This is an optimization exercise on Yosys and OpenROAD, whose aim is small area, a short achievable clock period and few clock cycles per item, not a production implementation.
At most, simulation tests tie the RTL to the original design; equivalence was not proved.
The RTL of runs 5 and 6 was laid out without a check of its function.
Power figures rest on the tool's default switching activity, not on a simulated workload.

File: design/flow/config.mk
export PLATFORM = sky130hd
export DESIGN_NAME = kmeans_pixel_assign_accumulate
export DESIGN_NICKNAME = kmeans_pixel_assign_accumulate
export VERILOG_FILES = /design/flow/design.v
export SDC_FILE = /design/flow/constraint.sdc
export NUM_CORES = 4
export LEC_CHECK = 0
export CAP_MARGIN = 20
export CORE_MARGIN = 2
export CORE_UTILIZATION = 60
export PLACE_DENSITY = 0.72
export SLEW_MARGIN = 20
File: design/flow/constraint.sdc
create_clock -name core_clock -period 11.0 [get_ports {clk}]
set_input_delay 2.2000 -clock core_clock [delete_from_list [all_inputs] [get_ports {clk}]]
set_output_delay 2.2000 -clock core_clock [all_outputs]
set_load 0.01 [all_outputs]
File: design/flow/design.v
`timescale 1ns / 1ps
package kpa_pkg;
    localparam int NUM_CLUSTERS_DEF  = 6;
    localparam int NUM_CENTROID_REGS = 6;
    localparam int PIXEL_W     = 8;
    localparam int CENTROID_W  = 16;
    localparam int CLUSTER_W   = 3;
    localparam int SUM_W       = 28;
    localparam int COUNT_W     = 21;
    localparam int CFG_INDEX_W = 3;
    localparam logic [SUM_W-1:0]   SUM_MAX   = {SUM_W{1'b1}};
    localparam logic [COUNT_W-1:0] COUNT_MAX = {COUNT_W{1'b1}};
    localparam int QUEUE_DEPTH = 4;
    localparam logic KIND_LABEL   = 1'b0;
    localparam logic KIND_SUMMARY = 1'b1;
    function automatic logic [CENTROID_W-1:0] centroid_reset_value(input int k);
        case (k)
            0:       centroid_reset_value = 16'd0;
            1:       centroid_reset_value = 16'd16640;
            2:       centroid_reset_value = 16'd25600;
            3:       centroid_reset_value = 16'd32000;
            4:       centroid_reset_value = 16'd48640;
            default: centroid_reset_value = 16'hFF00;
        endcase
    endfunction
endpackage
`timescale 1ns / 1ps
module kpa_classify
(
    input  logic                          clk,
    input  logic                          rst_n,
    input  logic                          cfg_we,
    input  logic [2:0]                    cfg_idx,
    input  logic [15:0]                   cfg_dat,
    input  logic                          in_valid,
    input  logic [kpa_pkg::PIXEL_W-1:0]   in_pixel,
    input  logic                          in_first,
    input  logic                          in_last,
    output logic                          out_valid,
    output logic [kpa_pkg::CLUSTER_W-1:0] out_label,
    output logic [5:0]                    out_label_oh,
    output logic [kpa_pkg::PIXEL_W-1:0]   out_pixel,
    output logic                          out_first,
    output logic                          out_last
);
    logic [7:0] hi_reg [6];
    logic [7:0] lo_reg [6];
    logic [5:0] lt_reg [6];
    logic [5:0] gt_reg [6];
    logic [5:0] w_lt;    
    logic [5:0] w_gt;    
    always_comb
    begin
        for (int j = 0; j < 6; j++)
        begin
            w_lt[j] = cfg_dat < {hi_reg[j], lo_reg[j]};
            w_gt[j] = !w_lt[j] && (cfg_dat != {hi_reg[j], lo_reg[j]});
        end
    end
    always_ff @(posedge clk or negedge rst_n)
    begin
        if (!rst_n)
        begin
            for (int k = 0; k < 6; k++)
            begin
                hi_reg[k] <= kpa_pkg::centroid_reset_value(k) >> 8;
                lo_reg[k] <= kpa_pkg::centroid_reset_value(k);
                lt_reg[k] <= '1;
                gt_reg[k] <= '0;
            end
        end
        else if (cfg_we)
        begin
            for (int k = 0; k < 6; k++)
            begin
                if (cfg_idx == 3'(k))
                begin
                    hi_reg[k] <= cfg_dat[15:8];
                    lo_reg[k] <= cfg_dat[7:0];
                end
                for (int j = 0; j < k; j++)
                begin
                    if (cfg_idx == 3'(k))
                    begin
                        lt_reg[j][k] <= w_gt[j];
                        gt_reg[j][k] <= w_lt[j];
                    end
                    else if (cfg_idx == 3'(j))
                    begin
                        lt_reg[j][k] <= w_lt[k];
                        gt_reg[j][k] <= w_gt[k];
                    end
                end
            end
        end
    end
    logic [5:0] s;       
    logic [5:0] is_l;
    logic [5:0] is_h;
    always_comb
    begin
        for (int k = 0; k < 6; k++)
        begin
            s[k] = (in_pixel > hi_reg[k]) || (in_pixel == hi_reg[k] && lo_reg[k] == 8'd0);
        end
    end
    always_comb
    begin
        for (int k = 0; k < 6; k++)
        begin
            is_l[k] = s[k];
            is_h[k] = !s[k];
            for (int j = 0; j < 6; j++)
            begin
                if (j < k)
                begin
                    if (s[j] && !lt_reg[j][k])
                    begin
                        is_l[k] = 1'b0;
                    end
                    if (!s[j] && !gt_reg[j][k])
                    begin
                        is_h[k] = 1'b0;
                    end
                end
                else if (j > k)
                begin
                    if (s[j] && lt_reg[k][j])
                    begin
                        is_l[k] = 1'b0;
                    end
                    if (!s[j] && gt_reg[k][j])
                    begin
                        is_h[k] = 1'b0;
                    end
                end
            end
        end
    end
    logic [15:0] c_l;
    logic [15:0] c_h;
    logic [2:0]  i_l;
    logic [2:0]  i_h;
    always_comb
    begin
        c_l = '0;
        c_h = '0;
        i_l = '0;
        i_h = '0;
        for (int k = 0; k < 6; k++)
        begin
            c_l = c_l | ({16{is_l[k]}} & {hi_reg[k], lo_reg[k]});
            c_h = c_h | ({16{is_h[k]}} & {hi_reg[k], lo_reg[k]});
            i_l = i_l | ({3{is_l[k]}} & 3'(k));
            i_h = i_h | ({3{is_h[k]}} & 3'(k));
        end
    end
    logic                        b_valid_reg;
    logic [15:0]                 b_cl_reg;
    logic [15:0]                 b_ch_reg;
    logic [2:0]                  b_il_reg;
    logic [2:0]                  b_ih_reg;
    logic [5:0]                  b_ohl_reg;
    logic [5:0]                  b_ohh_reg;
    logic                        b_lfirst_reg;
    logic [kpa_pkg::PIXEL_W-1:0] b_pixel_reg;
    logic                        b_first_reg;
    logic                        b_last_reg;
    logic [2:0] a_il;
    logic [2:0] a_ih;
    always_comb
    begin
        a_il = (|s) ? i_l : i_h;
        a_ih = (&s) ? i_l : i_h;
    end
    always_ff @(posedge clk or negedge rst_n)
    begin
        if (!rst_n)
        begin
            b_valid_reg <= 1'b0;
        end
        else
        begin
            b_valid_reg <= in_valid;
        end
    end
    always_ff @(posedge clk)
    begin
        b_cl_reg     <= c_l;
        b_ch_reg     <= c_h;
        b_il_reg     <= a_il;
        b_ih_reg     <= a_ih;
        b_ohl_reg    <= (|s) ? is_l : is_h;
        b_ohh_reg    <= (&s) ? is_l : is_h;
        b_lfirst_reg <= (a_il < a_ih);
        b_pixel_reg  <= in_pixel;
        b_first_reg  <= in_first;
        b_last_reg   <= in_last;
    end
    logic [17:0] op_a;
    logic [17:0] op_b;
    logic [17:0] op_n;
    logic [17:0] cs_s;
    logic [17:0] cs_c;
    logic [16:0] gen;
    logic [16:0] prop;
    logic        grp_g;
    logic        grp_p;
    logic        neg_dm1;    
    logic        neg_d;      
    logic        take_l;
    function automatic logic [1:0] group17(input logic [16:0] g, input logic [16:0] p);
        logic [16:0] g1, p1;
        logic [8:0]  g2, p2;
        logic [4:0]  g3, p3;
        logic [2:0]  g4, p4;
        logic [1:0]  g5, p5;
        for (int i = 0; i < 8; i++)
        begin
            g2[i] = g[2*i+1] | (p[2*i+1] & g[2*i]);
            p2[i] = p[2*i+1] & p[2*i];
        end
        g2[8] = g[16];
        p2[8] = p[16];
        for (int i = 0; i < 4; i++)
        begin
            g3[i] = g2[2*i+1] | (p2[2*i+1] & g2[2*i]);
            p3[i] = p2[2*i+1] & p2[2*i];
        end
        g3[4] = g2[8];
        p3[4] = p2[8];
        for (int i = 0; i < 2; i++)
        begin
            g4[i] = g3[2*i+1] | (p3[2*i+1] & g3[2*i]);
            p4[i] = p3[2*i+1] & p3[2*i];
        end
        g4[2] = g3[4];
        p4[2] = p3[4];
        g5[0] = g4[1] | (p4[1] & g4[0]);
        p5[0] = p4[1] & p4[0];
        g5[1] = g4[2];
        p5[1] = p4[2];
        group17 = {g5[1] | (p5[1] & g5[0]), p5[1] & p5[0]};
    endfunction
    always_comb
    begin
        op_a = {2'b00, b_cl_reg};
        op_b = {2'b00, b_ch_reg};
        op_n = ~{1'b0, b_pixel_reg, 9'd0};
        cs_s = op_a ^ op_b ^ op_n;
        cs_c = ((op_a & op_b) | (op_a & op_n) | (op_b & op_n)) << 1;
        gen  = cs_s[16:0] & cs_c[16:0];
        prop = cs_s[16:0] ^ cs_c[16:0];
        {grp_g, grp_p} = group17(gen, prop);
        neg_dm1 = cs_s[17] ^ cs_c[17] ^ grp_g;
        neg_d   = cs_s[17] ^ cs_c[17] ^ (grp_g | grp_p);
        take_l  = !neg_dm1 || (!neg_d && b_lfirst_reg);
        out_label    = take_l ? b_il_reg : b_ih_reg;
        out_label_oh = take_l ? b_ohl_reg : b_ohh_reg;
    end
    assign out_valid = b_valid_reg;
    assign out_pixel = b_pixel_reg;
    assign out_first = b_first_reg;
    assign out_last  = b_last_reg;
endmodule
`timescale 1ns / 1ps
module kpa_fifo
#(
    parameter int DEPTH = kpa_pkg::QUEUE_DEPTH,
    parameter int W     = 13
) (
    input  logic         clk,
    input  logic         rst_n,
    input  logic         push,
    input  logic [W-1:0] push_item,
    input  logic         pop,
    output logic [W-1:0] head,
    output logic [W-1:0] second,
    output logic [$clog2(DEPTH+1)-1:0] count
);
    localparam int CW = $clog2(DEPTH + 1);
    logic [W-1:0]  mem      [DEPTH];
    logic [W-1:0]  mem_pop  [DEPTH];
    logic [W-1:0]  mem_stay [DEPTH];
    logic [CW-1:0] count_reg;
    assign head         = mem[0];
    assign second       = mem[1];
    assign count        = count_reg;
    always_comb
    begin
        for (int i = 0; i < DEPTH; i++)
        begin
            mem_stay[i] = (push && count_reg == CW'(i)) ? push_item : mem[i];
            if (push && count_reg == CW'(i + 1))
            begin
                mem_pop[i] = push_item;
            end
            else
            begin
                mem_pop[i] = mem[(i + 1 < DEPTH) ? i + 1 : i];
            end
        end
    end
    always_ff @(posedge clk)
    begin
        for (int i = 0; i < DEPTH; i++)
        begin
            mem[i] <= pop ? mem_pop[i] : mem_stay[i];
        end
    end
    always_ff @(posedge clk or negedge rst_n)
    begin
        if (!rst_n)
        begin
            count_reg <= '0;
        end
        else
        begin
            count_reg <= pop ? count_reg + (push ? 1'b1 : 1'b0) - 1'b1
                             : count_reg + (push ? 1'b1 : 1'b0);
        end
    end
endmodule
`timescale 1ns / 1ps
module kpa_accum
(
    input  logic                          clk,
    input  logic                          rst_n,
    input  logic                          q_valid,
    input  logic [kpa_pkg::CLUSTER_W-1:0] q_cluster,
    input  logic [kpa_pkg::PIXEL_W-1:0]   q_pixel,
    input  logic                          q_first,
    input  logic                          q_last,
    input  logic [5:0]                    q_oh_if_pop,
    input  logic [5:0]                    q_oh_if_stay,
    output logic                          q_pop,
    output logic                          results_valid,
    input  logic                          results_ready,
    output logic                          results_item_kind,
    output logic [kpa_pkg::CLUSTER_W-1:0] results_cluster,
    output logic [kpa_pkg::SUM_W-1:0]     results_pixel_sum,
    output logic [kpa_pkg::COUNT_W-1:0]   results_pixel_count,
    output logic                          results_end_of_run
);
    localparam int SW = kpa_pkg::SUM_W;
    localparam int CW = kpa_pkg::COUNT_W;
    localparam int HW = SW - 8;
    logic                          ov_reg;
    logic                          okind_reg;
    logic [kpa_pkg::CLUSTER_W-1:0] ocl_reg;
    logic                          oend_reg;
    logic [SW-1:0]                 osum_reg;
    logic [CW-1:0]                 ocount_reg;
    logic [5:0]                    sel_reg;
    logic [5:0]                    selc_reg;
    logic          out_free;
    logic          more_sum;
    logic          load_sum;
    logic          load_label;
    logic [2:0]    sum_idx;
    logic [7:0]    lo_reg    [6];
    logic [HW-1:0] hi_reg    [6];
    logic [5:0]    carry_reg;
    logic [5:0]    sat_reg;
    logic [CW-1:0] counts_reg [6];
    logic [5:0]    zero_reg;
    logic [7:0]    rd_lo;
    logic [HW-1:0] rd_hi;
    logic          rd_carry;
    logic          rd_sat;
    logic [CW-1:0] rd_count;
    logic          rd_zero;
    logic          clear;
    logic [7:0]    base_lo;
    logic [HW-1:0] base_hi;
    logic          base_carry;
    logic          base_sat;
    logic [CW-1:0] base_count;
    logic [8:0]    lo_wide;
    logic [HW-1:0] new_hi;
    logic          new_sat;
    logic [CW-1:0] new_count;
    logic [HW-1:0] rd_hi_inc;
    logic          rd_full;
    logic [SW-1:0] rd_sum;
    assign out_free   = !ov_reg || results_ready;
    assign more_sum   = ov_reg && (okind_reg ? (ocl_reg != 3'd5) : !oend_reg);
    assign sum_idx    = okind_reg ? ocl_reg + 3'd1 : 3'd0;
    assign load_sum   = out_free && more_sum;
    assign load_label = out_free && !more_sum && q_valid;
    assign q_pop      = load_label;
    logic       more_if_free;
    logic [2:0] idx_if_free;
    logic [5:0] sel_if_free;
    logic [5:0] sel_if_stay;
    logic [5:0] sel_next;
    always_comb
    begin
        more_if_free = more_sum ? (sum_idx != 3'd5) : (q_valid && q_last);
        idx_if_free  = more_sum ? sum_idx + 3'd1 : 3'd0;
        for (int k = 0; k < 6; k++)
        begin
            if (more_if_free)
            begin
                sel_if_free[k] = (idx_if_free == 3'(k));
            end
            else
            begin
                sel_if_free[k] = (!more_sum && q_valid) ? q_oh_if_pop[k] : q_oh_if_stay[k];
            end
            sel_if_stay[k] = more_sum ? (sum_idx == 3'(k)) : q_oh_if_stay[k];
        end
        sel_next = out_free ? sel_if_free : sel_if_stay;
    end
    always_ff @(posedge clk or negedge rst_n)
    begin
        if (!rst_n)
        begin
            ov_reg  <= 1'b0;
            sel_reg  <= 6'd1;
            selc_reg <= 6'd1;
        end
        else
        begin
            if (out_free)
            begin
                ov_reg <= more_sum || q_valid;
            end
            sel_reg  <= sel_next;
            selc_reg <= sel_next;
        end
    end
    always_comb
    begin
        rd_lo    = '0;
        rd_hi    = '0;
        rd_carry = 1'b0;
        rd_sat   = 1'b0;
        rd_count = '0;
        rd_zero  = 1'b0;
        for (int k = 0; k < 6; k++)
        begin
            rd_lo    = rd_lo    | ({8{sel_reg[k]}} & lo_reg[k]);
            rd_hi    = rd_hi    | ({HW{sel_reg[k]}} & hi_reg[k]);
            rd_carry = rd_carry | (sel_reg[k] & carry_reg[k]);
            rd_sat   = rd_sat   | (sel_reg[k] & sat_reg[k]);
            rd_count = rd_count | ({CW{selc_reg[k]}} & counts_reg[k]);
            rd_zero  = rd_zero  | (selc_reg[k] & zero_reg[k]);
        end
    end
    always_comb
    begin
        rd_hi_inc = rd_hi + HW'(rd_carry);
        rd_full   = rd_sat || (rd_carry && rd_hi == {HW{1'b1}});
        rd_sum    = rd_full ? kpa_pkg::SUM_MAX : {rd_hi_inc, rd_lo};
    end
    always_ff @(posedge clk)
    begin
        if (load_sum)
        begin
            okind_reg <= kpa_pkg::KIND_SUMMARY;
            ocl_reg   <= sum_idx;
            oend_reg  <= (sum_idx == 3'd5);
        end
        else if (load_label)
        begin
            okind_reg <= kpa_pkg::KIND_LABEL;
            ocl_reg   <= q_cluster;
            oend_reg  <= !q_last;
        end
        if (load_sum || load_label)
        begin
            osum_reg   <= (more_sum && !rd_zero) ? rd_sum : '0;
            ocount_reg <= (more_sum && !rd_zero) ? rd_count : '0;
        end
    end
    always_comb
    begin
        clear      = rd_zero || q_first;
        base_lo    = clear ? '0 : rd_lo;
        base_hi    = clear ? '0 : rd_hi;
        base_carry = !clear && rd_carry;
        base_sat   = !clear && rd_sat;
        base_count = clear ? '0 : rd_count;
        lo_wide    = {1'b0, base_lo} + {1'b0, q_pixel};
        new_hi     = base_hi + HW'(base_carry);
        new_sat    = base_sat || (base_carry && base_hi == {HW{1'b1}});
        new_count  = (base_count + 1'b1) | {CW{&base_count}};
    end
    always_ff @(posedge clk or negedge rst_n)
    begin
        if (!rst_n)
        begin
            zero_reg <= '1;
        end
        else if (load_label)
        begin
            for (int k = 0; k < 6; k++)
            begin
                if (selc_reg[k])
                begin
                    zero_reg[k] <= 1'b0;
                end
                else if (q_first)
                begin
                    zero_reg[k] <= 1'b1;
                end
            end
        end
    end
    always_ff @(posedge clk)
    begin
        for (int k = 0; k < 6; k++)
        begin
            if (load_label && sel_reg[k])
            begin
                lo_reg[k]     <= lo_wide[7:0];
                hi_reg[k]     <= new_hi;
                carry_reg[k]  <= lo_wide[8];
                sat_reg[k]    <= new_sat;
            end
            if (load_label && selc_reg[k])
            begin
                counts_reg[k] <= new_count;
            end
        end
    end
    assign results_valid       = ov_reg;
    assign results_item_kind   = okind_reg;
    assign results_cluster     = ocl_reg;
    assign results_end_of_run  = oend_reg;
    assign results_pixel_sum   = osum_reg;
    assign results_pixel_count = ocount_reg;
endmodule
`timescale 1ns / 1ps
module kmeans_pixel_assign_accumulate
#(
    parameter int NUM_CLUSTERS = kpa_pkg::NUM_CLUSTERS_DEF
) (
    input  logic                            clk,
    input  logic                            rst_n,
    input  logic                            pixels_valid,
    output logic                            pixels_ready,
    input  logic [kpa_pkg::PIXEL_W-1:0]     pixels_pixel,
    input  logic                            pixels_first_pixel,
    input  logic                            pixels_last_pixel,
    output logic                            results_valid,
    input  logic                            results_ready,
    output logic                            results_item_kind,
    output logic [kpa_pkg::CLUSTER_W-1:0]   results_cluster,
    output logic [kpa_pkg::SUM_W-1:0]       results_pixel_sum,
    output logic [kpa_pkg::COUNT_W-1:0]     results_pixel_count,
    output logic                            results_end_of_run,
    input  logic                            cfg_write,
    input  logic [kpa_pkg::CFG_INDEX_W-1:0] cfg_index,
    input  logic [kpa_pkg::CENTROID_W-1:0]  cfg_data
);
    localparam int D  = kpa_pkg::QUEUE_DEPTH;
    localparam int CN = $clog2(D + 1);
    logic                              cfg_we_reg;
    logic [kpa_pkg::CFG_INDEX_W-1:0]   cfg_idx_reg;
    logic [kpa_pkg::CENTROID_W-1:0]    cfg_dat_reg;
    always_ff @(posedge clk or negedge rst_n)
    begin
        if (!rst_n)
        begin
            cfg_we_reg <= 1'b0;
        end
        else
        begin
            cfg_we_reg <= cfg_write && (cfg_index < 3'd6);
        end
    end
    always_ff @(posedge clk)
    begin
        cfg_idx_reg <= cfg_index;
        cfg_dat_reg <= cfg_data;
    end
    logic                        in_valid_reg;
    logic [kpa_pkg::PIXEL_W-1:0] in_pixel_reg;
    logic                        in_first_reg;
    logic                        in_last_reg;
    logic                        ready_reg;
    logic                        accept;
    assign pixels_ready = ready_reg;
    assign accept       = pixels_valid && ready_reg;
    always_ff @(posedge clk)
    begin
        in_pixel_reg <= pixels_pixel;
        in_first_reg <= pixels_first_pixel;
        in_last_reg  <= pixels_last_pixel;
    end
    logic                          c_valid;
    logic [kpa_pkg::CLUSTER_W-1:0] c_label;
    logic [5:0]                    c_label_oh;
    logic [kpa_pkg::PIXEL_W-1:0]   c_pixel;
    logic                          c_first;
    logic                          c_last;
    kpa_classify u_classify (
        .clk       (clk),
        .rst_n     (rst_n),
        .cfg_we    (cfg_we_reg),
        .cfg_idx   (cfg_idx_reg),
        .cfg_dat   (cfg_dat_reg),
        .in_valid  (in_valid_reg),
        .in_pixel  (in_pixel_reg),
        .in_first  (in_first_reg),
        .in_last   (in_last_reg),
        .out_valid (c_valid),
        .out_label (c_label),
        .out_label_oh (c_label_oh),
        .out_pixel (c_pixel),
        .out_first (c_first),
        .out_last  (c_last)
    );
    logic          q_pop;
    logic [12:0]   q_head;
    logic [12:0]   q_second;
    logic [2:0]    q_mem1_cluster;
    assign q_mem1_cluster = q_second[12:10];
    logic [CN-1:0] q_count;
    logic [CN:0]   held;
    logic [5:0]    q_oh_if_pop;
    logic [5:0]    q_oh_if_stay;
    kpa_fifo #(.DEPTH(D), .W(13)) u_fifo (
        .clk       (clk),
        .rst_n     (rst_n),
        .push      (c_valid),
        .push_item ({c_label, c_pixel, c_first, c_last}),
        .pop       (q_pop),
        .head      (q_head),
        .second    (q_second),
        .count     (q_count)
    );
    always_comb
    begin
        for (int k = 0; k < 6; k++)
        begin
            q_oh_if_pop[k]  = (q_count >= CN'(2)) ? (q_mem1_cluster == 3'(k)) : c_label_oh[k];
            q_oh_if_stay[k] = (q_count != '0) ? (q_head[12:10] == 3'(k)) : c_label_oh[k];
        end
    end
    assign held = {1'b0, q_count} + (c_valid ? 1'b1 : 1'b0) + (in_valid_reg ? 1'b1 : 1'b0);
    always_ff @(posedge clk or negedge rst_n)
    begin
        if (!rst_n)
        begin
            in_valid_reg <= 1'b0;
            ready_reg    <= 1'b0;
        end
        else
        begin
            in_valid_reg <= accept;
            if (q_pop)
            begin
                ready_reg <= accept ? (held < (CN+1)'(D)) : (held <= (CN+1)'(D));
            end
            else
            begin
                ready_reg <= accept ? (held < (CN+1)'(D - 1)) : (held < (CN+1)'(D));
            end
        end
    end
    kpa_accum u_accum (
        .clk                 (clk),
        .rst_n               (rst_n),
        .q_valid             (q_count != '0),
        .q_cluster           (q_head[12:10]),
        .q_pixel             (q_head[9:2]),
        .q_first             (q_head[1]),
        .q_last              (q_head[0]),
        .q_oh_if_pop         (q_oh_if_pop),
        .q_oh_if_stay        (q_oh_if_stay),
        .q_pop               (q_pop),
        .results_valid       (results_valid),
        .results_ready       (results_ready),
        .results_item_kind   (results_item_kind),
        .results_cluster     (results_cluster),
        .results_pixel_sum   (results_pixel_sum),
        .results_pixel_count (results_pixel_count),
        .results_end_of_run  (results_end_of_run)
    );
endmodule
File: design/flow/flow/run.sh
#!/bin/bash
set -euo pipefail
bash standard.sh SETUP_SLACK_MARGIN=7.6 "BUFFER_PORTS_ARGS=-buffer_cell sky130_fd_sc_hd__buf_2" finish > orfs_make.log 2>&1
File: design/flow/standard.sh
#!/bin/bash
# synth_recipe.tcl (not shown) runs the flow's synth.tcl, then flattens the netlist and writes it again
# the make line also repeats each setting of config.mk as NAME=value (left out here)
make -C /OpenROAD-flow-scripts/flow DESIGN_CONFIG=/design/flow/config.mk WORK_HOME=/design/flow/orfs CLKGATE_MAP_FILE= SYNTH_SCRIPT=/design/flow/synth_recipe.tcl "${@:-finish}"
==> impl_metrics.py, run 1 <==
metrics = {
    "sta": {
        "fin_crit_sh_pct": 30.9,
        "fin_ws_ns": 7.60,
        "tightest_slew_ns": 1.21,
        "worst_clock_skew_ns": 0.0211,
        "drv_slew": 0,
        "rsz0062_at_grt": "true",
        "slew_headroom_pct": 19.1,
        "hold_violations": 0,
        "max_freq_mhz": 294,
        "setup_viol": 0,
        "period_minus_slack_ns": 3.40,
        "fin_setup_tns_ns": 0,
    },
    "die": {
        "die_y_microns": 232,
        "core_region_area_sq_um": 51300,
        "die_x_microns": 232,
        "io_pins": 90,
        "dieArea_sq_um": 53800,
        "start_util_pct": 60.8,
        "num_rows": 83,
    },
    "synthesis": {
        "synthAdderAreaFrac_pct": 8.41,
        "synth_top_family_by_area": "compound AO/OA/AOI/OAI gates",
        "syn_area_sq_um": 31200,
        "synth-compound-area-share_pct": 16.2,
        "synthXorXnorAreaFrac_pct": 1.66,
        "synth_seq_cells": 648,
        "async_flop_share_pct": 22.5,
        "synthFlopType": "edfxtp_1",
        "synth-edff-count": 385,
        "synth-simple-area-share_pct": 11.3,
        "synth_mux_area_share_pct": 1.76,
        "netlist-cell-type-count": 87,
        "ys_seq_area_share_pct": 56.5,
        "synth_cells": 2711,
        "synth_area_per_cell_sq_um": 11.5,
        "synth_fp_nets": 2949,
        "ys_warn_count": 14,
    },
    "critical_path": {
        "path_delay_family": "compound AO/OA/AOI/OAI gates",
        "path_common_cell": "a21o_1",
        "critPathSlowestCell": "dfstp_2",
        "r2r_cells": 15,
        "critPathKind": "reg -> reg",
        "cp-start-kind": "flop",
        "r2r_start": "u_classify.hi_reg[2][2]",
        "timing.rr.end": "u_classify.b_lfirst_reg",
        "arrival_ns": 3.93,
        "critical_path_buf_inv_count": 4,
        "crit_required_ns": 11.53,
        "reg2reg_slack_ns": 7.60,
        "critPathMaxStageDelay_ns": 0.55,
        "cp-end-kind": "flop",
        "crit_fanout": 3,
        "crit_chain": "inv_1, ha_4, a21o_1, a221o_1, o211ai_1, buf_4, buf_4, o221ai_4, a2111oi_4, buf_6, nor3_2, a21o_1, ha_4, a21o_1, a31oi_1",
    },
    "routing": {
        "wl_per_cell_microns": 24.4,
        "drtIter0Drc": 2949,
        "vias": 23332,
        "drt.antenna.violating_nets": 0,
        "wirelength_mm": 87.3,
        "viasPerCell": 6.52,
        "first_pass_iters": 9,
        "drc": 0,
    },
    "grt": {
        "grt_max_degree": 104,
        "grtUsageTotal_pct": 31.9,
        "grt_pass1_vias": 23013,
        "antenna_found_initial": 0,
        "grt-ovfl-total": 0,
        "grt_pass1_wl_mm": 132,
    },
    "cts": {
        "cts_max_path_buffers": 3,
        "clkTransAtPathRegs_ns": 0.06,
        "clkLatencyLatePin_ns": 0.62,
        "tritoncts": "done",
        "numCtsBuffers": 66,
        "cts_root_buf": "clkbuf_16",
        "postCtsHoldBufs": 0,
        "htreeDepth": 3,
        "clock_sinks": 648,
    },
    "placement": {
        "place_ws_ns": 6.27,
        "hpwl_mm": 54.0,
        "io_buffer_count": 89,
        "place_area_sq_um": 32200,
        "gp_congestion": 0.924,
    },
    "run": {
        "maxCapViolCount": 0,
    },
    "power_and_ir_drop": {
        "powerDensity_nw_per_um2": 283,
        "leakage_nw": 14.2,
        "peakVddDrop_mv": 0.160,
        "power_mw": 10.1,
    },
    "final_layout": {
        "most-common-layout-cells": "edfxtp_1 (385), nand2_1 (256), ha_1 (188)",
        "area_delta_synth_final_pct": 14.9,
        "layout_commonest_cell": "edfxtp_1",
        "largest_reg_flops": 126,
        "nets": 3083,
        "final_area_sq_um": 35800,
        "n_antenna_cell": 0,
        "fin_util_pct": 69.8,
        "drive_above_1_share_pct": 18.4,
    },
    "hold_path": {
        "hold_depth": 0,
        "hold_class": "reg -> reg",
        "min_from": "in_last_reg",
        "whs_endpoint": "u_classify.b_last_reg",
    },
    "outcome": {
        "status": "timing/DRC/antenna clean",
    },
}
## layer usage
layer | GRT usage (%) | vias to the layer above | part of all wire, %
met2 | 53.8 | 1173 | 48
met3 | 4.41 | 234 | 7.7
met4 | 15.2 | 0 | 4.9
met5 | 0 | - | 0
li1 | - | 10474 | -
met1 | 40.7 | 11451 | 39
## cell families after synthesis
logic type                 count (synthesis)
buffers and inverters                    309
muxes                                     50
and+or+nand+nor                          717
DFF                                      648
adders and majority gates                204
xor gates and xnor gates                  59
AOI/OAI and AO/OA                        724
## worst max path at each step
stage,startpoint,to,depth (start not counted),slack [ns]
CTS,u_accum.ov_reg,results_valid,1,7.60
detailed placement,results_ready,u_fifo.mem[3][10],6,6.27
global placement,results_ready,u_fifo.mem[3][10],6,6.34
finish,u_classify.hi_reg[2][2],u_classify.b_lfirst_reg,15,7.60
global route,u_classify.hi_reg[2][2],u_classify.b_lfirst_reg,15,7.44
floorplan,results_ready,u_accum.ocl_reg[0],3,7.30
## report_power, final
group,internal [mW],switching [mW]
clock,1.30,0.963
sequential,3.48,0.407
combinational,1.50,2.47
total,6.28,3.84
## layout make-up
type | count | area [sq um]
Clock buffer | 89 | 1780
Clock inverter | 30 | 378
Fill cell | 3649 | 15500
Inverter | 184 | 691
Multi-Input combinational cell | 1763 | 13000
Sequential cell | 648 | 17700
Tap cell | 680 | 851
Timing Repair Buffer | 182 | 1430
## worst register-to-register path, delay by kind of cell (launching register included)
family	cells	cell delay [ns]
AOI/OAI and AO/OA	8	1.72
buffers and inverters	4	0.56
DFF	1	0.55
adders and majority gates	2	0.45
and+or+nand+nor	1	0.05
## synthesized netlist by cell type (30+ instances only)
cell type | instances | area (sq um)
edfxtp_1 | 385 | 11600
nand2_1 | 263 | 987
ha_1 | 195 | 2440
inv_1 | 184 | 691
o21ai_0 | 161 | 806
a22oi_1 | 146 | 1100
nor2_1 | 143 | 537
dfxtp_1 | 117 | 2340
a21oi_1 | 108 | 541
dfrtp_1 | 99 | 2480
nand3_1 | 74 | 370
clkbuf_1 | 69 | 259
a222oi_1 | 67 | 671
a21o_1 | 48 | 360
dfstp_2 | 47 | 1230
mux2_2 | 39 | 439
and3_1 | 37 | 231
xor2_1 | 32 | 280
nand4_1 | 31 | 194
nor2b_1 | 30 | 188
o22ai_1 | 30 | 188
## repair_timing
item	CTS	global route
endpoints found under the setup margin	749	636
buffers inserted	39	24
resized for setup	121	79
gates cloned	3	11
pin swaps	16	36
## stage by stage
stage          instances  hold slack [ns]
4_1_cts             3540            0.330
3_3_place_gp        3379            0.314
6_report            3576            0.327
3_5_place_dp        3379            0.316
2_1_floorplan       2711            0.310
5_1_grt             3576            0.331
Testbench counts, summed over its fixed seeds: cycles 31,904, pixels 30,720.
==> run 2, diff against run 1 <==
--- a/design/flow/config.mk
+++ b/design/flow/config.mk
@@ -7,6 +7,6 @@
 export LEC_CHECK = 0
 export CAP_MARGIN = 20
 export CORE_MARGIN = 2
-export CORE_UTILIZATION = 60
-export PLACE_DENSITY = 0.72
+export CORE_UTILIZATION = 65
+export PLACE_DENSITY = 0.75
 export SLEW_MARGIN = 20
==> run 2 against run 1 <==
Effect of this change: still clean; cell area down 1.2%; die area down 7.6%; final cell count down 2.1%; power down 2.2%; largest cell class unchanged; largest power group unchanged.
==> impl_metrics.py, run 2 <==
metrics = {
    "outcome": {
        "status": "timing/DRC/antenna clean",
    },
    "cts": {
        "cts_max_path_buffers": 3,
        "postCtsHoldBufs": 0,
        "cts_root_buf": "clkbuf_16",
        "clkLatencyLatePin_ns": 0.62,
        "tritoncts": "done",
        "htreeDepth": 3,
        "clkTransAtPathRegs_ns": 0.06,
        "numCtsBuffers": 66,
        "clock_sinks": 648,
    },
    "die": {
        "die_x_microns": 223,
        "start_util_pct": 65.6,
        "dieArea_sq_um": 49700,
        "core_region_area_sq_um": 47500,
        "die_y_microns": 223,
        "io_pins": 90,
        "num_rows": 80,
    },
    "synthesis": {
        "async_flop_share_pct": 22.5,
        "synth-edff-count": 385,
        "ys_top_cells_by_count": "edfxtp_1 (385), nand2_1 (263), ha_1 (195)",
        "synth.area.top_cells": "edfxtp_1 (37%), dfrtp_1 (7.9%), ha_1 (7.8%)",
        "synth_fp_nets": 2949,
        "netlist-cell-type-count": 87,
        "synthFlopType": "edfxtp_1",
        "syn_area_sq_um": 31200,
        "synth_seq_cells": 648,
        "ys_warn_count": 14,
        "yosysTopAreaCell": "edfxtp_1",
        "yosysMostFrequentCell": "edfxtp_1",
        "ys_seq_area_share_pct": 56.5,
        "synth_area_per_cell_sq_um": 11.5,
        "synth_top_area_share_pct": 37.1,
        "synth_cells": 2711,
    },
    "routing": {
        "wirelength_mm": 85.0,
        "drtIter0Drc": 2774,
        "first_pass_iters": 10,
        "viasPerCell": 6.67,
        "drc": 0,
        "drt.antenna.violating_nets": 0,
        "vias": 23341,
        "wl_per_cell_microns": 24.3,
    },
    "grt": {
        "grt-ovfl-total": 0,
        "grt_pass1_vias": 22971,
        "antenna_found_initial": 0,
        "grtUsageTotal_pct": 33.6,
        "grt_max_degree": 81,
        "grt_pass1_wl_mm": 129,
    },
    "placement": {
        "gp_congestion": 0.953,
        "place_ws_ns": 6.55,
        "hpwl_mm": 53.4,
        "io_buffer_count": 89,
    },
    "critical_path": {
        "cp-end-kind": "flop",
        "critPathKind": "reg -> reg",
        "cp-start-kind": "flop",
        "path_common_cell": "buf_4",
        "crit_fanout": 4,
        "r2r_cells": 15,
        "crit_chain": "inv_1, ha_1, a211oi_1, o21ai_1, o211ai_1, buf_4, buf_4, buf_4, o22ai_4, nor4b_4, nor3_2, a21o_1, ha_4, a21o_1, a31oi_1",
        "crit_required_ns": 11.52,
        "critical_path_buf_inv_count": 4,
        "path_delay_family": "compound AO/OA/AOI/OAI gates",
        "critPathMaxStageDelay_ns": 0.55,
        "cp.depth": 15,
        "arrival_ns": 4.01,
        "critPathSlowestCell": "dfstp_2",
    },
    "sta": {
        "holdWs_ns": 0.348,
        "drv_slew": 0,
        "setup_viol": 0,
        "max_freq_mhz": 287,
        "fin_setup_tns_ns": 0,
        "slew_headroom_pct": 24.2,
        "tightest_slew_ns": 1.13,
        "worst_clock_skew_ns": 0.0300,
        "rsz0062_at_grt": "true",
        "hold_violations": 0,
        "fin_crit_sh_pct": 31.7,
        "period_minus_slack_ns": 3.49,
        "fin_ws_ns": 7.51,
    },
    "final_layout": {
        "drive_above_1_share_pct": 17.7,
        "layout_commonest_cell": "edfxtp_1",
        "nets": 3074,
        "most-common-layout-cells": "edfxtp_1 (385), nand2_1 (257), ha_1 (189)",
        "area_delta_synth_final_pct": 13.5,
        "largest_reg_flops": 126,
        "fin_util_pct": 74.4,
    },
    "power_and_ir_drop": {
        "power_mw": 9.89,
        "powerDensity_nw_per_um2": 280,
        "peakVddDrop_mv": 0.191,
        "leakage_nw": 14.1,
    },
    "hold_path": {
        "hold_class": "reg -> reg",
        "hold_depth": 0,
    },
    "run": {
        "maxCapViolCount": 0,
    },
}
-- run 2: cell count changes in the layout (fill, tap and decap cells not counted), sizes merged, moves of 2 or more --
| cell | before | now |
|---|---|---|
| inv | 188 | 185 |
| clkinvlp | 2 | 0 |
| buf | 178 | 172 |
| clkinv | 18 | 16 |
| bufinv | 6 | 0 |
| clkbuf | 92 | 103 |
| or2 | 15 | 13 |
-- run 2: repair_timing --
item,4_1_cts,5_1_grt
setup endpoints to repair,696,599
setup buffers,36,20
gates resized for setup,82,86
gates cloned,3,7
hold endpoints to repair,0,0
pin swaps,15,24
-- run 2: routing by layer --
metal	global-route usage, %	wire (microns)	vias up
li1	-	-	10460
met1	42.5	32900	11446
met2	55.8	40700	1174
met3	4.97	6460	261
met4	18.8	4980	0
met5	0	0	-
-- run 2: area by class of cell --
| cell class | instances | area (sq um) |
|---|---|---|
| diodes | 1 | 2.50 |
| clock buffers | 100 | 1920 |
| clock inverters | 17 | 130 |
| fillers | 3099 | 12200 |
| inverters | 184 | 693 |
| multi-input cells | 1760 | 12900 |
| flip-flops and latches | 648 | 17600 |
| well taps | 615 | 769 |
| repair buffers | 176 | 1300 |
-- run 2: path summary, 6_finish.rpt --
check	from	slack [ns]	to
max in group asynchronous	rst_n	7.95	u_classify.gt_reg[1][2]
min reg2reg	in_first_reg	0.35	u_classify.b_first_reg
min	in_first_reg	0.35	u_classify.b_first_reg
max	u_classify.hi_reg[2][5]	7.51	u_classify.b_lfirst_reg
min in group asynchronous	rst_n	1.64	u_classify.hi_reg[0][0]
max reg2reg	u_classify.hi_reg[2][5]	7.51	u_classify.b_lfirst_reg
-- run 2: metrics by stage --
stage	cell area [sq um]	instances
floorplan	31300	2711
global placement	32100	3317
detailed placement	32100	3317
CTS	34800	3473
global route	35400	3500
finish	35400	3501
-- run 2: kinds of logic after synthesis --
family	Yosys count	synth area share, %
flops	648	56.5
buf+inv	309	4.17
xor+xnor	59	1.66
simple gates	717	11.3
compound gates	724	16.2
fa+ha+maj	204	8.41
mux	50	1.76
-- run 2: power breakdown --
part           internal, mW  total, mW  switching [mW]
Clock                  1.21       2.14           0.925
Combinational          1.45       3.88            2.43
Sequential             3.48       3.87           0.392
Total                  6.14       9.89            3.75
==> run 3, diff against run 2 <==
--- a/design/flow/config.mk
+++ b/design/flow/config.mk
@@ -7,6 +7,6 @@
 export LEC_CHECK = 0
 export CAP_MARGIN = 20
 export CORE_MARGIN = 2
-export CORE_UTILIZATION = 65
-export PLACE_DENSITY = 0.75
+export CORE_UTILIZATION = 55
+export PLACE_DENSITY = 0.7
 export SLEW_MARGIN = 20
==> run 3 against run 2 <==
Effect of this change: non-clock buffer count increased by 21; worst hold slack got worse by 0.018 ns; global-route usage decreased by 4.8 points; synthesized area unchanged; clock skew decreased by 0.0087 ns; register-to-register slack improved by 0.03 ns; sequential share of layout area decreased by 1.3 points; critical path depth decreased by 1; utilization decreased by 9.7 points; critical endpoint unchanged.
==> impl_metrics.py, run 3 <==
metrics = {
    "critical_path": {
        "critPathMaxStageDelay_ns": 0.55,
        "cp-start-kind": "flop",
        "critical_path_buf_inv_count": 2,
        "cp-end-kind": "flop",
        "crit_chain": "inv_1, ha_1, a211o_1, a21oi_4, o211a_4, or2_4, o22ai_2, nor4b_4, buf_4, nor3_4, a21o_1, ha_4, a21o_1, a31oi_1",
        "crit_required_ns": 11.53,
        "crit_fanout": 5,
        "path_delay_family": "compound AO/OA/AOI/OAI gates",
        "path_common_cell": "a21o_1",
        "critPathSlowestCell": "dfstp_2",
        "critPathKind": "reg -> reg",
        "arrival_ns": 3.98,
    },
    "final_layout": {
        "area_delta_synth_final_pct": 16.6,
        "final_area_sq_um": 36300,
        "n_antenna_cell": 0,
        "fin_cells": 3675,
        "most-common-layout-cells": "edfxtp_1 (385), nand2_1 (253), ha_1 (186)",
        "nets": 3100,
        "fin_util_pct": 64.7,
        "largest_reg_flops": 126,
        "layout_commonest_cell": "edfxtp_1",
        "drive_above_1_share_pct": 19.7,
    },
    "power_and_ir_drop": {
        "powerDensity_nw_per_um2": 284,
        "combPwrFrac_pct": 39.4,
        "p_sw_mw": 3.89,
        "power_frac_clock_pct": 23.0,
        "peakVddDrop_mv": 0.176,
        "swShare_pct": 37.6,
        "p_int_mw": 6.44,
        "leakage_nw": 14.4,
        "seq_power_share_pct": 37.7,
    },
    "synthesis": {
        "ys_top_cells_by_count": "edfxtp_1 (385), nand2_1 (263), ha_1 (195)",
        "synth_fp_nets": 2949,
        "yosysMostFrequentCell": "edfxtp_1",
        "synth-edff-count": 385,
        "syn_area_sq_um": 31200,
        "async_flop_share_pct": 22.5,
        "synth_seq_cells": 648,
        "yosysTopAreaCell": "edfxtp_1",
        "synth_cells": 2711,
        "ys_seq_area_share_pct": 56.5,
        "synth_top_area_share_pct": 37.1,
        "synth.area.top_cells": "edfxtp_1 (37%), dfrtp_1 (7.9%), ha_1 (7.8%)",
        "synthFlopType": "edfxtp_1",
        "netlist-cell-type-count": 87,
        "ys_warn_count": 14,
        "synth_area_per_cell_sq_um": 11.5,
    },
    "die": {
        "core_region_area_sq_um": 56200,
        "num_rows": 87,
        "dieArea_sq_um": 58600,
        "die_x_microns": 242,
        "start_util_pct": 55.5,
        "die_y_microns": 242,
        "io_pins": 90,
    },
    "placement": {
        "place_area_sq_um": 32200,
        "io_buffer_count": 89,
        "gp_congestion": 0.948,
        "placed_cells": 3454,
        "hpwl_mm": 53.6,
    },
    "grt": {
        "grt_busiest_layer": "met2",
        "grtUsageTotal_pct": 28.8,
        "grt_max_degree": 101,
        "grt_use_met1_pct": 37.7,
        "antenna_found_initial": 0,
        "grt-ovfl-total": 0,
        "grt_pass1_vias": 22941,
        "grtUsageMet3_pct": 4.29,
        "use_met2_pct": 48.2,
        "grt_pass1_wl_mm": 132,
    },
    "sta": {
        "holdWs_ns": 0.330,
        "tightest_slew_ns": 1.24,
        "slew_headroom_pct": 16.5,
        "setup_viol": 0,
        "period_minus_slack_ns": 3.45,
        "fin_setup_tns_ns": 0,
        "fin_crit_sh_pct": 31.4,
        "hold_violations": 0,
        "worst_clock_skew_ns": 0.0213,
        "drv_slew": 0,
        "max_freq_mhz": 290,
        "rsz0062_at_grt": "true",
    },
    "routing": {
        "drc": 0,
        "drtIter0Drc": 2752,
        "wirelength_mm": 87.2,
        "vias": 23342,
        "drt.antenna.violating_nets": 0,
        "first_pass_iters": 9,
        "viasPerCell": 6.35,
        "wl_per_cell_microns": 23.7,
    },
    "cts": {
        "numCtsBuffers": 70,
        "tritoncts": "done",
        "cts_root_buf": "clkbuf_16",
        "clock_sinks": 648,
        "postCtsHoldBufs": 0,
        "clkTransAtPathRegs_ns": 0.06,
        "htreeDepth": 3,
        "clkLatencyLatePin_ns": 0.62,
        "cts_max_path_buffers": 3,
    },
    "hold_path": {
        "hold_class": "reg -> reg",
    },
    "outcome": {
        "status": "timing/DRC/antenna clean",
    },
    "run": {
        "maxCapViolCount": 0,
    },
}
==> run 3: changes by cell type in the layout (fill, tap and decap cells not counted), sizes merged <==
cell and delta:
clkinvlp +1, bufinv +4, inv +3, bufbuf +1
or2 +2, and3 -1, diode -1, clkbuf +4
buf +20
==> run 3: worst register-to-register path: cells and delay by family (launching register included) <==
kind | cells | cell delay (ns)
compound gates | 7 | 1.36
simple gates | 3 | 0.63
flops | 1 | 0.55
fa+ha+maj | 2 | 0.55
buf+inv | 2 | 0.27
==> run 3: layout make-up <==
cell class | count | area, sq um
multi-input combinational | 1761 | 13200
clock inverter | 25 | 285
clock buffer | 104 | 2040
fill | 4205 | 19800
tap | 756 | 946
timing repair buffer | 197 | 1540
sequential | 648 | 17700
inverter | 184 | 696
==> run 3: final timing paths <==
kind | startpoint | endpoint | slack (ns) | cells past startpoint
setup / recovery | u_classify.hi_reg[3][5] | u_classify.b_lfirst_reg | 7.55 | 14
hold / removal | in_last_reg | u_classify.b_last_reg | 0.33 | 0
min in group asynchronous | rst_n | u_classify.gt_reg[0][1] | 1.67 | 1
max in group asynchronous | rst_n | u_classify.hi_reg[1][4] | 7.98 | 2
hold reg to reg | in_last_reg | u_classify.b_last_reg | 0.33 | 0
setup reg to reg | u_classify.hi_reg[3][5] | u_classify.b_lfirst_reg | 7.55 | 14
==> run 3: metrics by stage <==
| step | power, mW | setup slack [ns] |
|---|---|---|
| detailed placement | 7.30 | 6.19 |
| global route | 10.9 | 7.48 |
| floorplan | 6.21 | 7.30 |
| global placement | 7.17 | 6.34 |
| finish | 10.3 | 7.55 |
| CTS | 9.99 | 7.53 |
==> run 3: metal layers <==
layer	vias to the layer above	wire, microns
li1	10514	-
met1	11431	34700
met2	1180	41600
met3	217	6890
met4	0	3950
met5	-	0
==> run 3: power groups by stage <==
stage	registers [mW]	logic, mW	clock network (mW)
after floorplan	3.78	2.43	0
after global placement	3.91	3.26	0
after detailed placement	3.93	3.37	0
after CTS	3.88	3.71	2.39
after global routing	3.94	4.44	2.49
final	3.89	4.07	2.37
==> run 3: logic make-up after synthesis <==
group | count (synthesis) | share of synthesized area [%]
flip-flops | 648 | 56.5
AND/OR/NAND/NOR | 717 | 11.3
buffers and inverters | 309 | 4.17
adder cells (fa/ha/maj) | 204 | 8.41
XOR/XNOR | 59 | 1.66
AO/OA/AOI/OAI | 724 | 16.2
multiplexers | 50 | 1.76
==> run 3: timing repair <==
item	CTS	global route
hold endpoints to repair	0	0
resized for setup	117	107
endpoints found under the setup margin	734	598
pin swaps	24	44
setup buffers	47	32
cloned	5	8
==> run 4, diff against run 3 <==
==> design/flow/flow/run.sh (replaced) <==
#!/bin/bash
set -euo pipefail
bash standard.sh SETUP_SLACK_MARGIN=7.4 "BUFFER_PORTS_ARGS=-buffer_cell sky130_fd_sc_hd__buf_2" finish > orfs_make.log 2>&1
--- a/design/flow/config.mk
+++ b/design/flow/config.mk
@@ -7,6 +7,6 @@
 export LEC_CHECK = 0
 export CAP_MARGIN = 20
 export CORE_MARGIN = 2
-export CORE_UTILIZATION = 55
-export PLACE_DENSITY = 0.7
+export CORE_UTILIZATION = 65
+export PLACE_DENSITY = 0.75
 export SLEW_MARGIN = 20
==> run 4 against run 3 <==
Effect of this change: die area decreased by 15%; critical path depth decreased by 11; register-to-register slack got worse by 0.096 ns; largest cell class unchanged; critical path type is now in -> reg; sequential share of layout area increased by 2.0 points; clock power decreased by 8%; highest routed layer unchanged; power decreased by 5.7%; cell area decreased by 4.0%; routed wire length decreased by 5.6%; final cell count decreased by 5.6%; largest power group is now sequential cells; maximum frequency decreased by 3.0%.
==> impl_metrics.py, run 4 <==
metrics = {
    "outcome": {
        "status": "timing/DRC/antenna clean",
    },
    "sta": {
        "drv_slew": 0,
        "max_freq_mhz": 281,
        "setup_viol": 0,
        "rsz0062_at_grt": "true",
        "period_minus_slack_ns": 3.56,
        "fin_crit_sh_pct": 32.4,
        "worst_clock_skew_ns": 0.0194,
        "fin_setup_tns_ns": 0,
        "tightest_slew_ns": 1.12,
        "hold_violations": 0,
        "slew_headroom_pct": 25.1,
    },
    "power_and_ir_drop": {
        "leakage_nw": 13.9,
        "peakVddDrop_mv": 0.157,
        "powerDensity_nw_per_um2": 279,
    },
    "grt": {
        "grtUsageTotal_pct": 32.8,
        "grt_max_degree": 80,
        "grt_pass1_vias": 22803,
        "antenna_found_initial": 0,
        "grt-ovfl-total": 0,
        "grt_pass1_wl_mm": 126,
    },
    "synthesis": {
        "synth_fp_nets": 2949,
        "synth_seq_cells": 648,
        "synthFlopType": "edfxtp_1",
        "yosysTopAreaCell": "edfxtp_1",
        "netlist-cell-type-count": 87,
        "synth_cells": 2711,
        "synth-edff-count": 385,
        "synth_area_per_cell_sq_um": 11.5,
        "syn_area_sq_um": 31200,
        "ys_warn_count": 14,
        "yosysMostFrequentCell": "edfxtp_1",
        "ys_top_cells_by_count": "edfxtp_1 (385), nand2_1 (263), ha_1 (195)",
        "ys_seq_area_share_pct": 56.5,
        "synth_top_area_share_pct": 37.1,
        "async_flop_share_pct": 22.5,
        "synth.area.top_cells": "edfxtp_1 (37%), dfrtp_1 (7.9%), ha_1 (7.8%)",
    },
    "die": {
        "die_x_microns": 223,
        "num_rows": 80,
        "core_region_area_sq_um": 47500,
        "start_util_pct": 65.6,
        "die_y_microns": 223,
        "dieArea_sq_um": 49700,
        "io_pins": 90,
    },
    "final_layout": {
        "largest_reg_flops": 126,
        "nets": 3040,
        "fin_cells": 3471,
        "fin_util_pct": 73.3,
        "area_delta_synth_final_pct": 11.9,
        "layout_commonest_cell": "edfxtp_1",
        "nFillCells": 3216,
        "most-common-layout-cells": "edfxtp_1 (385), nand2_1 (260), ha_1 (191)",
        "n_antenna_cell": 0,
        "drive_above_1_share_pct": 15.5,
    },
    "run": {
        "maxCapViolCount": 0,
    },
    "placement": {
        "hpwl_mm": 53.6,
        "gp_congestion": 0.982,
        "placed_cells": 3320,
        "io_buffer_count": 89,
    },
    "routing": {
        "wl_per_cell_microns": 23.7,
        "wirelength_mm": 82.3,
        "drt.antenna.violating_nets": 0,
        "vias": 23028,
        "drc": 0,
        "viasPerCell": 6.63,
        "drtIter0Drc": 2866,
        "first_pass_iters": 10,
    },
    "critical_path": {
        "cp-start-kind": "input pin",
        "critPathKind": "in -> reg",
        "critPathMaxStageDelay_ns": 0.91,
        "path_delay_family": "simple AND/OR/NAND/NOR gates",
        "crit_fanout": 52,
        "cp-end-kind": "flop",
        "r2r_start": "u_classify.hi_reg[1][0]",
        "critPathSlowestCell": "and3_4",
        "critical_path_buf_inv_count": 1,
        "arrival_ns": 3.77,
        "crit_required_ns": 11.21,
        "crit_chain": "buf_2, nand2b_1, and3_4",
        "timing.rr.end": "u_classify.b_lfirst_reg",
        "reg2reg_slack_ns": 7.45,
        "r2r_cells": 13,
    },
    "cts": {
        "clkTransAtPathRegs_ns": 0.05,
        "cts_root_buf": "clkbuf_16",
        "cts_max_path_buffers": 3,
        "tritoncts": "done",
        "htreeDepth": 3,
        "clock_sinks": 648,
        "numCtsBuffers": 67,
        "clkLatencyLatePin_ns": 0.61,
    },
    "hold_path": {
        "whs_endpoint": "u_classify.b_last_reg",
        "min_from": "in_last_reg",
        "hold_class": "reg -> reg",
        "hold_depth": 0,
    },
}
## run 4: cell counts after synthesis
Identical to the previous run, type by type.
## run 4: area by class of cell
type	count	area (sq um)	share of cell area, %
flip-flops and latches	648	17600	50.6
repair buffers	147	970	2.78
multi-input cells	1754	12700	36.4
clock buffers	97	1910	5.48
clock inverters	26	213	0.610
well taps	615	769	2.21
inverters	184	691	1.98
## run 4: how the worst max path moves through the flow
stage                                 start                       to  slack [ns]  depth (start not counted)
CTS                 u_classify.hi_reg[3][5]  u_classify.b_lfirst_reg        7.40                         14
global placement              results_ready        u_fifo.mem[3][11]        6.46                          6
detailed placement            results_ready        u_fifo.mem[3][10]        6.39                          6
finish                        results_ready     u_accum.hi_reg[3][3]        7.44                          3
global route            u_accum.selc_reg[5]     u_accum.carry_reg[0]        7.32                         16
floorplan                     results_ready       u_accum.ocl_reg[0]        7.30                          3
## run 4: metrics by stage
step | power (mW) | hold slack [ns] | cell area [sq um] | setup slack [ns]
floorplan | 6.19 | 0.310 | 31200 | 7.30
global placement | 7.15 | 0.319 | 32100 | 6.46
detailed placement | 7.30 | 0.314 | 32100 | 6.39
CTS | 9.59 | 0.333 | 34500 | 7.40
global route | 10.2 | 0.335 | 34900 | 7.32
finish | 9.74 | 0.334 | 34900 | 7.44
## run 4: logic make-up (layout without fill, tap and decap cells)
kind of cell               after synthesis  after routing  synth area share [%]
and+or+nand+nor                        717            717                  11.3
buffers and inverters                  309            454                  4.17
DFF                                    648            648                  56.5
adders and majority gates              204            204                  8.41
muxes                                   50             50                  1.76
xor gates and xnor gates                59             59                  1.66
AOI/OAI and AO/OA                      724            724                  16.2
## run 4: power breakdown
part,switching [mW],total [mW],internal (mW)
registers,0.395,3.88,3.48
clock network,0.924,2.19,1.26
logic,2.35,3.68,1.33
total,3.67,9.74,6.07
## run 4: worst reg2reg max path, delay by kind of cell, from the launching register on
family / cells / cell delay [ns]
and+or+nand+nor: 3 / 0.72
adders and majority gates: 2 / 0.50
buffers and inverters: 1 / 0.17
DFF: 1 / 0.57
AOI/OAI and AO/OA: 7 / 1.51
## run 4: repair_timing
item / in CTS / in global routing
pin swaps: 13 / 9
hold buffers: 0 / 0
setup endpoints to repair: 315 / 275
gates resized for setup: 54 / 56
setup buffers: 16 / 11
cloned: 1 / 0
## run 4: routing by layer
metal,vias up,global-route usage [%],part of all wire (%)
li1,10364,-,-
met1,11311,40.3,38
met2,1100,56.3,50
met3,253,5.31,7.1
met4,0,17.1,5.0
met5,-,0,0
==> run 5, diff against run 4 <==
--- a/design/flow/design.v
+++ b/design/flow/design.v
@@ -158,8 +158,6 @@
     logic                        b_valid_reg;
     logic [15:0]                 b_cl_reg;
     logic [15:0]                 b_ch_reg;
-    logic [2:0]                  b_il_reg;
-    logic [2:0]                  b_ih_reg;
     logic [5:0]                  b_ohl_reg;
     logic [5:0]                  b_ohh_reg;
     logic                        b_lfirst_reg;
@@ -188,8 +186,6 @@
     begin
         b_cl_reg     <= c_l;
         b_ch_reg     <= c_h;
-        b_il_reg     <= a_il;
-        b_ih_reg     <= a_ih;
         b_ohl_reg    <= (|s) ? is_l : is_h;
         b_ohh_reg    <= (&s) ? is_l : is_h;
         b_lfirst_reg <= (a_il < a_ih);
@@ -255,8 +251,10 @@
         neg_dm1 = cs_s[17] ^ cs_c[17] ^ grp_g;
         neg_d   = cs_s[17] ^ cs_c[17] ^ (grp_g | grp_p);
         take_l  = !neg_dm1 || (!neg_d && b_lfirst_reg);
-        out_label    = take_l ? b_il_reg : b_ih_reg;
         out_label_oh = take_l ? b_ohl_reg : b_ohh_reg;
+        out_label    = {out_label_oh[4] | out_label_oh[5],
+                        out_label_oh[2] | out_label_oh[3],
+                        out_label_oh[1] | out_label_oh[3] | out_label_oh[5]};
     end
     assign out_valid = b_valid_reg;
     assign out_pixel = b_pixel_reg;
==> design/flow/flow/run.sh (replaced) <==
#!/bin/bash
set -euo pipefail
bash standard.sh SETUP_SLACK_MARGIN=7.9 "BUFFER_PORTS_ARGS=-buffer_cell sky130_fd_sc_hd__buf_2" finish > orfs_make.log 2>&1
--- a/design/flow/config.mk
+++ b/design/flow/config.mk
@@ -7,6 +7,6 @@
 export LEC_CHECK = 0
 export CAP_MARGIN = 20
 export CORE_MARGIN = 2
-export CORE_UTILIZATION = 65
-export PLACE_DENSITY = 0.75
+export CORE_UTILIZATION = 60
+export PLACE_DENSITY = 0.72
 export SLEW_MARGIN = 20
==> run 5 against run 4 <==
Effect of this change: combinational power grew 35%; final cell count grew 8.2%; clock power grew 13%; clock skew grew 0.0093 ns; sequential share of layout area shrank 5.5 points; largest power group is now combinational logic; highest routed layer unchanged.
==> impl_metrics.py, run 5 <==
metrics = {
    "synthesis": {
        "ys_top_cells_by_count": "edfxtp_1 (385), a22oi_1 (250), nand2_1 (220)",
        "ys_seq_area_share_pct": 55.8,
        "yosysMostFrequentCell": "edfxtp_1",
        "synth.area.top_cells": "edfxtp_1 (37%), dfrtp_1 (7.9%), ha_1 (7.8%)",
        "synthFlopType": "edfxtp_1",
        "netlist-cell-type-count": 89,
        "synth_fp_nets": 2978,
        "synth_top_area_share_pct": 36.8,
        "syn_area_sq_um": 31400,
        "synth_cells": 2740,
        "synth_seq_cells": 642,
        "yosysTopAreaCell": "edfxtp_1",
        "synth_area_per_cell_sq_um": 11.5,
        "synth-edff-count": 385,
        "async_flop_share_pct": 22.7,
        "ys_warn_count": 14,
    },
    "final_layout": {
        "layout_commonest_cell": "edfxtp_1",
        "nFillCells": 3310,
        "nets": 3257,
        "multi_input_area_sq_um": 14400,
        "register_area_sq_um": 17500,
        "fin_cells": 3754,
        "largest_reg_flops": 126,
        "final_area_sq_um": 38900,
        "area_delta_synth_final_pct": 24.0,
        "drive_above_1_share_pct": 26.7,
        "fin_util_pct": 75.5,
        "most-common-layout-cells": "edfxtp_1 (385), a22oi_1 (239), nand2_1 (211)",
    },
    "placement": {
        "io_buffer_count": 89,
        "place_ws_ns": 6.20,
        "hpwl_mm": 59.3,
        "gp_congestion": 0.982,
        "place_area_sq_um": 32700,
        "placed_cells": 3417,
    },
    "grt": {
        "grt_max_degree": 77,
        "grt_busiest_layer": "met2",
        "grt_pass1_wl_mm": 150,
        "grt-ovfl-total": 0,
        "grt_pass1_vias": 24402,
        "grtUsageTotal_pct": 37.4,
        "use_met2_pct": 61.3,
        "antenna_found_initial": 1,
        "grtUsageMet3_pct": 6.91,
        "grt_use_met1_pct": 46.8,
    },
    "critical_path": {
        "critPathMaxStageDelay_ns": 0.56,
        "path_common_cell": "buf_6",
        "crit_fanout": 9,
        "path_delay_family": "simple AND/OR/NAND/NOR gates",
        "arrival_ns": 4.16,
        "critical_path_buf_inv_count": 5,
        "crit_required_ns": 11.52,
        "cp-start-kind": "flop",
        "critPathKind": "reg -> reg",
        "crit_chain": "inv_2, ha_4, nand4_1, a211o_1, o211ai_1, buf_6, buf_4, nor4b_4, buf_12, buf_6, nor3_4, a21oi_2, ha_2, or4b_4, o32ai_2",
        "critPathSlowestCell": "dfstp_2",
        "cp-end-kind": "flop",
    },
    "cts": {
        "clock_sinks": 642,
        "clkLatencyLatePin_ns": 0.63,
        "clkTransAtPathRegs_ns": 0.06,
        "numCtsBuffers": 70,
        "cts_max_path_buffers": 3,
        "cts_root_buf": "clkbuf_16",
        "tritoncts": "done",
        "htreeDepth": 3,
    },
    "sta": {
        "max_freq_mhz": 275,
        "period_minus_slack_ns": 3.63,
        "hold_violations": 0,
        "rsz0062_at_grt": "true",
        "fin_setup_tns_ns": 0,
        "fin_ws_ns": 7.37,
        "setup_viol": 0,
        "slew_headroom_pct": 44.1,
        "fin_crit_sh_pct": 33.0,
        "tightest_slew_ns": 0.836,
        "drv_slew": 0,
        "worst_clock_skew_ns": 0.0287,
        "holdWs_ns": 0.324,
    },
    "routing": {
        "wl_per_cell_microns": 28.4,
        "vias": 25525,
        "drc": 0,
        "first_pass_iters": 8,
        "viasPerCell": 6.80,
        "wirelength_mm": 107,
        "drtIter0Drc": 3556,
        "drt.antenna.violating_nets": 0,
    },
    "power_and_ir_drop": {
        "leakage_nw": 15.3,
        "peakVddDrop_mv": 0.158,
        "powerDensity_nw_per_um2": 288,
        "power_mw": 11.2,
    },
    "die": {
        "die_x_microns": 233,
        "dieArea_sq_um": 54100,
        "io_pins": 90,
        "start_util_pct": 60.9,
        "core_region_area_sq_um": 51500,
        "num_rows": 83,
        "die_y_microns": 233,
    },
    "outcome": {
        "status": "timing/DRC/antenna clean",
    },
    "run": {
        "maxCapViolCount": 0,
    },
    "hold_path": {
        "hold_class": "reg -> reg",
    },
}
==> run 5: cell types whose count changed in the layout (fill, tap and decap cells not counted), sizes merged, moves of 16 or more <==
cell    before  now
buf        147  307
a22oi      146  250
a222oi      67    2
nand2      263  221
nand3       74  115
mux2        39   56
nand4       31   48
nor2       143  126
a21oi      109   93
==> run 5: cells by family (layout without fill, tap and decap cells) <==
family / after synthesis / count (layout) / synth area share (%)
multiplexers: 70 / 70 / 2.46
AND/OR/NAND/NOR: 710 / 721 / 11.6
buffers and inverters: 319 / 641 / 4.19
AO/OA/AOI/OAI: 741 / 741 / 16.2
flip-flops: 642 / 642 / 55.8
XOR/XNOR: 54 / 54 / 1.51
adder cells (fa/ha/maj): 204 / 204 / 8.35
other: 0 / 1 / 0
==> run 5: timing repair <==
item,in CTS,in global routing
setup buffers,111,69
hold buffers,0,0
endpoints found under the setup margin,861,400
resized for setup,237,165
gates cloned,25,5
pin swaps,61,87
==> run 5: worst paths after layout <==
check,end,slack [ns],cells past startpoint,from
min,u_classify.b_first_reg,0.32,0,in_first_reg
min reg2reg,u_classify.b_first_reg,0.32,0,in_first_reg
max in group asynchronous,u_classify.hi_reg[0][6],8.12,2,rst_n
min in group asynchronous,u_fifo.count_reg[1],1.61,1,rst_n
max,u_classify.b_lfirst_reg,7.37,15,u_classify.hi_reg[5][1]
max reg2reg,u_classify.b_lfirst_reg,7.37,15,u_classify.hi_reg[5][1]
==> run 5: where the power goes <==
part,internal (mW),switching [mW]
clock network,1.48,0.991
logic,2.01,2.95
registers,3.39,0.406
total,6.87,4.34
==> run 5: area by class of cell <==
class / count / share of cell area, %
antenna: 1 / 0.00643
clock buffer: 95 / 4.98
clock inverter: 31 / 1.11
inverter: 193 / 1.87
multi-input combinational: 1790 / 37.1
sequential: 642 / 45.1
tap: 680 / 2.19
timing repair buffer: 322 / 7.70
==> run 5: routing by layer <==
layer  vias up  part of all wire [%]
met5         -                     0
met4         0                   7.5
met3       456                   9.8
met2      1778                    47
met1     12387                    36
li1      10904                     -
==> run 6, diff against run 5 <==
==> design/flow/flow/run.sh (replaced) <==
#!/bin/bash
set -euo pipefail
bash standard.sh SETUP_SLACK_MARGIN=7.6 "BUFFER_PORTS_ARGS=-buffer_cell sky130_fd_sc_hd__buf_2" finish > orfs_make.log 2>&1
==> run 6 against run 5 <==
Effect of this change: sequential share of layout area rose by 2.8 points; synthesized area is the same; clock-buffer cell count increased by 3; cell area shrank 6.0%; sequential power about the same; power decreased by 10%; synthesized cell count stayed put; worst hold slack better by 0.020 ns; global-route usage is 2.8 points lower; setup slack worse by 0.070 ns; sequential cell count stayed put; largest cell class unchanged.
==> impl_metrics.py, run 6 <==
metrics = {
    "outcome": {
        "status": "timing/DRC/antenna clean",
    },
    "die": {
        "dieArea_sq_um": 54100,
        "num_rows": 83,
        "io_pins": 90,
        "die_y_microns": 233,
        "start_util_pct": 60.9,
        "die_x_microns": 233,
    },
    "critical_path": {
        "r2r_start": "u_classify.lo_reg[0][3]",
        "r2r_cells": 12,
        "cp.depth": 12,
        "cp-start-kind": "flop",
        "crit_chain": "nor4_1, a211o_1, buf_4, o211ai_4, a222oi_1, and4_4, buf_12, nor2_1, a21o_1, ha_2, or4b_4, o32ai_2",
        "critPathSlowestCell": "nor4_1",
        "path_delay_family": "simple AND/OR/NAND/NOR gates",
        "timing.rr.end": "u_classify.b_lfirst_reg",
        "reg2reg_slack_ns": 7.30,
        "arrival_ns": 4.21,
        "crit_path_start": "u_classify.lo_reg[0][3]",
    },
    "synthesis": {
        "ys_seq_area_share_pct": 55.8,
        "async_flop_share_pct": 22.7,
        "syn_area_sq_um": 31400,
        "synth_top_area_share_pct": 36.8,
        "synth_cells": 2740,
        "ys_top_cells_by_count": "edfxtp_1 (385), a22oi_1 (250), nand2_1 (220)",
        "yosysTopAreaCell": "edfxtp_1",
        "synth_area_per_cell_sq_um": 11.5,
        "synthFlopType": "edfxtp_1",
        "ys_warn_count": 14,
        "yosysMostFrequentCell": "edfxtp_1",
        "synth.area.top_cells": "edfxtp_1 (37%), dfrtp_1 (7.9%), ha_1 (7.8%)",
    },
    "sta": {
        "fin_ws_ns": 7.30,
        "slew_headroom_pct": 31.0,
        "rsz0062_at_grt": "true",
        "fin_setup_tns_ns": 0,
        "max_freq_mhz": 270,
        "drv_slew": 0,
        "setup_viol": 0,
        "hold_violations": 0,
        "fin_crit_sh_pct": 33.7,
    },
    "grt": {
        "grt_max_degree": 81,
        "grtUsageTotal_pct": 34.6,
        "grt-ovfl-total": 0,
        "grt_pass1_wl_mm": 140,
    },
    "final_layout": {
        "n_antenna_cell": 0,
        "multi_input_area_sq_um": 13500,
        "nets": 3142,
        "nFillCells": 3662,
        "layout_commonest_cell": "edfxtp_1",
        "most-common-layout-cells": "edfxtp_1 (385), a22oi_1 (248), nand2_1 (216)",
        "area_delta_synth_final_pct": 16.6,
        "register_area_sq_um": 17500,
        "drive_above_1_share_pct": 20.6,
    },
    "placement": {
        "placed_cells": 3417,
        "gp_congestion": 0.959,
        "hpwl_mm": 58.0,
        "place_ws_ns": 6.25,
    },
    "cts": {
        "postCtsHoldBufs": 0,
        "numCtsBuffers": 69,
        "cts_max_path_buffers": 3,
        "clkLatencyLatePin_ns": 0.61,
        "htreeDepth": 3,
        "cts_root_buf": "clkbuf_16",
    },
    "routing": {
        "first_pass_iters": 7,
        "drtIter0Drc": 2850,
        "drc": 0,
        "wl_per_cell_microns": 26.0,
        "drt.antenna.violating_nets": 0,
        "wirelength_mm": 94.7,
    },
    "power_and_ir_drop": {
        "leakage_nw": 14.3,
    },
    "hold_path": {
        "hold_class": "reg -> reg",
    },
    "run": {
        "maxCapViolCount": 0,
    },
}
[run 6: cell counts after synthesis]
No cell type changed its count.
[run 6: per-stage QoR]
stage / total power [mW] / utilization [%] / hold WS [ns]
global placement: 7.13 / 63.1 / 0.317
global route: 10.6 / 71.0 / 0.355
detailed placement: 7.24 / 63.1 / 0.317
floorplan: 6.08 / - / 0.310
CTS: 9.81 / 69.6 / 0.342
finish: 10.1 / 71.0 / 0.344
[run 6: final cells by class]
class	instances	share of cell area, %
inverters	193	1.99
clock buffers	98	5.57
well taps	680	2.33
flip-flops and latches	642	47.9
repair buffers	212	4.70
multi-input cells	1786	36.9
clock inverters	27	0.561
[run 6: power breakdown]
group	total, mW	internal, mW	switching (mW)
Combinational	4.02	1.51	2.52
Clock	2.29	1.32	0.971
Sequential	3.78	3.39	0.393
Total	10.1	6.22	3.88
[run 6: layer usage]
layer | track usage, % | wire length, microns
met5 | 0 | 0
met4 | 18.7 | 5460
met3 | 4.82 | 7480
met2 | 58.4 | 46400
met1 | 43.3 | 35400
[run 6: how the worst min path moves through the flow]
| stage | start | endpoint | cells past startpoint |
|---|---|---|---|
| after floorplan | in_first_reg | u_classify.b_first_reg | 0 |
| after global placement | in_last_reg | u_classify.b_last_reg | 0 |
| after detailed placement | in_last_reg | u_classify.b_last_reg | 0 |
| after CTS | in_last_reg | u_classify.b_last_reg | 0 |
| after global routing | in_last_reg | u_classify.b_last_reg | 0 |
| final | in_first_reg | u_classify.b_first_reg | 0 |
[run 6: what timing repair did]
| item | 4_1_cts | 5_1_grt |
|---|---|---|
| pin swaps | 33 | 38 |
| setup buffers | 53 | 28 |
| endpoints found under the setup margin | 676 | 241 |
| gates resized for setup | 131 | 91 |
| cloned | 11 | 4 |
[run 6: cells by family after synthesis]
| group | synth area share [%] |
|---|---|
| mux | 2.46 |
| fa+ha+maj | 8.35 |
| buf+inv | 4.19 |
| compound gates | 16.2 |
| simple gates | 11.6 |
| flops | 55.8 |
| xor+xnor | 1.51 |

Setup slack of run 6, layout unchanged: 7.297 ns with ideal ports, 7.297 ns with driving cells assumed (clock clkbuf_16, inputs buf_2), 7.127 ns with port delays also shifted by the 0.665 ns mid clock arrival.
